This design comes from an exercise in tuning for small area, a short achievable clock period and few clock cycles per item on the open sky130 flow, not from production work.
The RTL was checked by simulation tests, not by an equivalence proof against the original design.
Power is estimated from default activity; no workload was simulated.

== v50 ==
## booth_radix2_multiplier_core
module booth_radix2_multiplier_core #(
   parameter int MAX_WIDTH = 16
) (
   input  logic                      clock,
   input  logic                      reset,
   input  logic                          req_valid,
   output logic                          req_ready,
   input  logic [brm_pkg::IN_W-1:0]      req_multiplicand_bits,
   input  logic [brm_pkg::IN_W-1:0]      req_multiplier_bits,
   output logic                          rsp_valid,
   input  logic                          rsp_ready,
   output logic [brm_pkg::PRODUCT_W-1:0] rsp_product_bits,
   output logic                          rsp_negative,
   output logic [brm_pkg::MAG_W-1:0]     rsp_magnitude,
   input  logic                      csr_write_enable,
   input  logic [brm_pkg::CFG_W-1:0] csr_write_data
);
clock: 7.2 ns
lec_check: 0
abc_clock_period_in_ps: 4000
cap_margin: 20
core_margin: 2
core_utilization: 40
cts_buf_list: sky130_fd_sc_hd__clkbuf_8
place_density: 0.6
setup_slack_margin: 4.1
slew_margin: 20
tns_end_percent: 30
standard.sh (not shown) runs the stock make flow with config.mk's settings and CLKGATE_MAP_FILE= SYNTH_SCRIPT=/design/flow/synth_recipe.tcl, a recipe that flattens the netlist after the stock synthesis.
==> flow/flow/run.sh <==
#!/bin/bash
# Layout flow: the standard ORFS flow (standard.sh) with two changes:
#  1. synthesis: the same script, except that Yosys's "synth -run fine:" step
#     gets -noabc, so the quick ABC pass there does not re-encode the adder
#     trees before extract_fa (it leaves fewer inverters around the fa/ha
#     cells); flops, hierarchy flattening and renaming are as in synth_recipe.tcl.
#  2. port buffers are sky130_fd_sc_hd__buf_2 instead of the delay cell that
#     buffer_ports picks by default.
# Each tool's output goes to the ORFS logs under orfs/logs; make's own output
# goes to flow_make.log here.
set -euo pipefail
here=$(pwd)
sed 's|^proc synth {args} { yosys synth -nofsm -noshare {\*}\$args }|proc synth {args} { if {[lsearch -exact $args fine:] >= 0} { lappend args -noabc }; yosys synth -nofsm -noshare {*}$args }|' synth_recipe.tcl > flow_synth.tcl
grep -q -- '-noabc' flow_synth.tcl
sed -e "s|SYNTH_SCRIPT=[^ ]*|SYNTH_SCRIPT=$here/flow_synth.tcl|" \
    -e 's|"\${@:-finish}"|BUFFER_PORTS_ARGS="-buffer_cell sky130_fd_sc_hd__buf_2" "${@:-finish}"|' standard.sh > flow_standard_mod.sh
grep -q flow_synth.tcl flow_standard_mod.sh
bash flow_standard_mod.sh > flow_make.log 2>&1
Testbench counts of v50, summed over its fixed seeds: cycles 8,024, items 8,000.
Input-level comparison between v45 and v50:
# v50
export LEC_CHECK = 0
export ABC_CLOCK_PERIOD_IN_PS = 4000
export CAP_MARGIN = 20
export CORE_MARGIN = 2
export CORE_UTILIZATION = 40
export CTS_BUF_LIST = sky130_fd_sc_hd__clkbuf_8
export PLACE_DENSITY = 0.6
export SETUP_SLACK_MARGIN = 4.1
export SLEW_MARGIN = 20
export TNS_END_PERCENT = 30
create_clock -name core_clock -period 7.2 [get_ports {clock}]
# v45
export LEC_CHECK = 0
export ABC_CLOCK_PERIOD_IN_PS = 2600
export CAP_MARGIN = 20
export CORE_MARGIN = 2
export CORE_UTILIZATION = 40
export CTS_BUF_LIST = sky130_fd_sc_hd__clkbuf_8
export PLACE_DENSITY = 0.6
export SETUP_SLACK_MARGIN = 4.1
export SLEW_MARGIN = 20
export TNS_END_PERCENT = 30
create_clock -name core_clock -period 7.2 [get_ports {clock}]
Notes after the runs:
- Both conditions hold for v45: the flow ran to the end and the final layout passed the timing, DRC and antenna checks.
- Total power of the final layout: v45 vs v50 identical
- Reported for v50 and v45, first-pass GRT wire length turned out identical to the last digit.
- Summary of v45 over v50: utilization after layout saw little to no change; clock power saw little to no change; vias after detailed routing saw little to no change; cell area after placement saw little to no change; static leakage power saw little to no change.
- From v45 to v50, wire length did not move at all.
- Compared v50 against v45; slack of the worst reg-to-reg path within noise.
- Clock share of power of v45 is on par with v50.
Relative to v45, the following input files were edited for v22:
# v45
export LEC_CHECK = 0
export ABC_CLOCK_PERIOD_IN_PS = 2600
export CAP_MARGIN = 20
export CORE_MARGIN = 2
export CORE_UTILIZATION = 40
export CTS_BUF_LIST = sky130_fd_sc_hd__clkbuf_8
export PLACE_DENSITY = 0.6
export SETUP_SLACK_MARGIN = 4.1
export SLEW_MARGIN = 20
export TNS_END_PERCENT = 30
create_clock -name core_clock -period 7.2 [get_ports {clock}]
# v22
export LEC_CHECK = 0
export ABC_CLOCK_PERIOD_IN_PS = 3100
export CAP_MARGIN = 20
export CORE_MARGIN = 2
export CORE_UTILIZATION = 50
export CTS_BUF_LIST = sky130_fd_sc_hd__clkbuf_8
export PLACE_DENSITY = 0.7
export SETUP_SLACK_MARGIN = 4.1
export SLEW_MARGIN = 20
export TNS_END_PERCENT = 30
create_clock -name core_clock -period 7.2 [get_ports {clock}]
Results
- The setup slack in v22 was lower than what v45 gave.
- Measured against each other, v22 and v45 differ in total net switching power, the lower figure coming from v22.
- In the metrics for v22 and v45, the one carrying the higher total of cells resized after clock tree synthesis is v22.
- For the wire length per cell, v22 came in 1.4 µm higher than v45 did.
- Launching element of the worst setup path: ax_q[12] -> v22, rsp_ready -> v45
- The clock share of power number comes out higher for v45 vs v22.
Input-level comparison between v51 and v22:
# v22
export LEC_CHECK = 0
export ABC_CLOCK_PERIOD_IN_PS = 3100
export CAP_MARGIN = 20
export CORE_MARGIN = 2
export CORE_UTILIZATION = 50
export CTS_BUF_LIST = sky130_fd_sc_hd__clkbuf_8
export PLACE_DENSITY = 0.7
export SETUP_SLACK_MARGIN = 4.1
export SLEW_MARGIN = 20
export TNS_END_PERCENT = 30
create_clock -name core_clock -period 7.2 [get_ports {clock}]
# v51
export LEC_CHECK = 0
export ABC_CLOCK_PERIOD_IN_PS = 3100
export CAP_MARGIN = 20
export CORE_MARGIN = 2
export CORE_UTILIZATION = 40
export CTS_BUF_LIST = sky130_fd_sc_hd__clkbuf_8
export CTS_CLUSTER_DIAMETER = 60
export CTS_CLUSTER_SIZE = 30
export PLACE_DENSITY = 0.6
export SETUP_SLACK_MARGIN = 4.1
export SLEW_MARGIN = 20
export TNS_END_PERCENT = 30
create_clock -name core_clock -period 7.2 [get_ports {clock}]
==> run notes <==
From v22 to v51, sequential area share after synthesis did not move at all.
There was hardly any difference in global-route wire length before repair between v22 and v51.
v51 reports its critical-path cell with the highest stage delay as buf_16 while v22 reports fa_2.
v51 vs v22 — layout-stage area growth over the synthesis result rose 1.3 points.
Total wire length after detailed routing (v51 vs. v22) decreases slightly
Power: v51 draws more than v22
Compared with v22, v51 has extra setup slack.
The pin count of the biggest net entering global routing in v51 was lower than what v22 gave.
Net switching power of the design went up slightly going from v22 to v51.
Setup changes, v51 to v16
# v51
export LEC_CHECK = 0
export ABC_CLOCK_PERIOD_IN_PS = 3100
export CAP_MARGIN = 20
export CORE_MARGIN = 2
export CORE_UTILIZATION = 40
export CTS_BUF_LIST = sky130_fd_sc_hd__clkbuf_8
export CTS_CLUSTER_DIAMETER = 60
export CTS_CLUSTER_SIZE = 30
export PLACE_DENSITY = 0.6
export SETUP_SLACK_MARGIN = 4.1
export SLEW_MARGIN = 20
export TNS_END_PERCENT = 30
create_clock -name core_clock -period 7.2 [get_ports {clock}]
# v16
export LEC_CHECK = 0
export ABC_CLOCK_PERIOD_IN_PS = 3200
export CAP_MARGIN = 20
export CORE_MARGIN = 2
export CORE_UTILIZATION = 40
export CTS_BUF_LIST = sky130_fd_sc_hd__clkbuf_8
export PLACE_DENSITY = 0.6
export SETUP_SLACK_MARGIN = 4.0
export SLEW_MARGIN = 20
export TNS_END_PERCENT = 30
create_clock -name core_clock -period 7.2 [get_ports {clock}]
-- flow/flow/run.sh --
<<< v51, line 6
#     cells); flops, hierarchy flattening and renaming are as in synth_recipe.tcl.
#  2. port buffers are sky130_fd_sc_hd__buf_2 instead of the delay cell that
#     buffer_ports picks by default.
>>> v16, line 6
#     cells); flops, hierarchy flattening and renaming are as in synth_recipe.tcl.
#  2. port buffers are sky130_fd_sc_hd__buf_1 instead of the delay cell that
#     buffer_ports picks by default.
<<< v51, line 15
sed -e "s|SYNTH_SCRIPT=[^ ]*|SYNTH_SCRIPT=$here/flow_synth.tcl|" \
    -e 's|"\${@:-finish}"|BUFFER_PORTS_ARGS="-buffer_cell sky130_fd_sc_hd__buf_2" "${@:-finish}"|' standard.sh > flow_standard_mod.sh
grep -q flow_synth.tcl flow_standard_mod.sh
>>> v16, line 15
sed -e "s|SYNTH_SCRIPT=[^ ]*|SYNTH_SCRIPT=$here/flow_synth.tcl|" \
    -e 's|"\${@:-finish}"|BUFFER_PORTS_ARGS="-buffer_cell sky130_fd_sc_hd__buf_1" "${@:-finish}"|' standard.sh > flow_standard_mod.sh
grep -q flow_synth.tcl flow_standard_mod.sh
==> run notes <==
[v16 vs v51] worst hold slack: lower in v16. Delta(met3 routed wirelength, v16 - v51) < 0. Compared with v51, v16 shows first-iteration DRC count lower by 19%. Compared to v51, v16 has setup slack of the worst register-to-register path 0.11 ns lower. v16: full flow OK, the timing, DRC and antenna checks passed. Overall global routing resource usage: v16 vs v51 down 0.27 points. Fraction of synthesized area in multiplexers: v16 vs v51 identical. v16 vs v51 — global-route wire length before repair dropped 0.37%. The higher filler-free cell count of the finished design of v16 and v51 is in v51. Power, v16 and v51: higher on v51. Side by side, design area turned out lower in v16 than in v51. Compared with v51, v16 supports a lower clock frequency.
Changes in v58 relative to v16:
# v16
export LEC_CHECK = 0
export ABC_CLOCK_PERIOD_IN_PS = 3200
export CAP_MARGIN = 20
export CORE_MARGIN = 2
export CORE_UTILIZATION = 40
export CTS_BUF_LIST = sky130_fd_sc_hd__clkbuf_8
export PLACE_DENSITY = 0.6
export SETUP_SLACK_MARGIN = 4.0
export SLEW_MARGIN = 20
export TNS_END_PERCENT = 30
create_clock -name core_clock -period 7.2 [get_ports {clock}]
# v58
export LEC_CHECK = 0
export ABC_CLOCK_PERIOD_IN_PS = 3100
export CAP_MARGIN = 20
export CORE_MARGIN = 2
export CORE_UTILIZATION = 40
export CTS_BUF_LIST = sky130_fd_sc_hd__clkbuf_8
export PLACE_DENSITY = 0.5
export SETUP_SLACK_MARGIN = 4.1
export SLEW_MARGIN = 20
export TNS_END_PERCENT = 30
create_clock -name core_clock -period 7.2 [get_ports {clock}]
-- flow/flow/run.sh --
<<< v16, line 6
#     cells); flops, hierarchy flattening and renaming are as in synth_recipe.tcl.
#  2. port buffers are sky130_fd_sc_hd__buf_1 instead of the delay cell that
#     buffer_ports picks by default.
>>> v58, line 6
#     cells); flops, hierarchy flattening and renaming are as in synth_recipe.tcl.
#  2. port buffers are sky130_fd_sc_hd__buf_2 instead of the delay cell that
#     buffer_ports picks by default.
<<< v16, line 15
sed -e "s|SYNTH_SCRIPT=[^ ]*|SYNTH_SCRIPT=$here/flow_synth.tcl|" \
    -e 's|"\${@:-finish}"|BUFFER_PORTS_ARGS="-buffer_cell sky130_fd_sc_hd__buf_1" "${@:-finish}"|' standard.sh > flow_standard_mod.sh
grep -q flow_synth.tcl flow_standard_mod.sh
>>> v58, line 15
sed -e "s|SYNTH_SCRIPT=[^ ]*|SYNTH_SCRIPT=$here/flow_synth.tcl|" \
    -e 's|"\${@:-finish}"|BUFFER_PORTS_ARGS="-buffer_cell sky130_fd_sc_hd__buf_2" "${@:-finish}"|' standard.sh > flow_standard_mod.sh
grep -q flow_synth.tcl flow_standard_mod.sh
- In the flow results for v58 and v16, the non-clock buffer count is larger on v58.
- Compared with v16, v58 shows a higher total power of the final layout.
- v58 ends up with higher design internal power than v16 does.
- | total track usage | higher: v58 |

## port drivers added, routing unchanged
No port has a modelled driver above. Below, the same layouts with a new extraction and two added sets of constraints. Step 1: set_driving_cell puts a clkbuf_16 on clock and a buf_2 on each other input, an assumption about the parent block. Step 2 moves the port delays by t, midway between the first and last clock arrival at a register: inputs arrive t later, outputs are due t later. That takes back most of the time a late clock gives input paths. a / b / c = ideal ports / drivers / drivers and shift; a / b = the first two.
| run | shift t [ns] | setup slack, ns | latest minus earliest clock arrival (ns) |
|---|---|---|---|
| v50 | 0.548 | 4.096 / 3.958 / 3.644 | 0.025 / 0.025 |
| v45 | 0.548 | 4.096 / 3.958 / 3.644 | 0.025 / 0.025 |
| v22 | 0.505 | 3.910 / 3.868 / 3.692 | 0.024 / 0.024 |
| v51 | 0.548 | 4.096 / 3.958 / 3.644 | 0.025 / 0.025 |
| v16 | 0.520 | 3.947 / 3.925 / 3.465 | 0.031 / 0.031 |
| v58 | 0.542 | 4.061 / 3.826 / 3.725 | 0.021 / 0.021 |
After both steps setup and hold are still met in every run listed. The setup slack of v16, which loses most, moves by -0.022 ns with the drivers and by -0.482 ns with both steps.
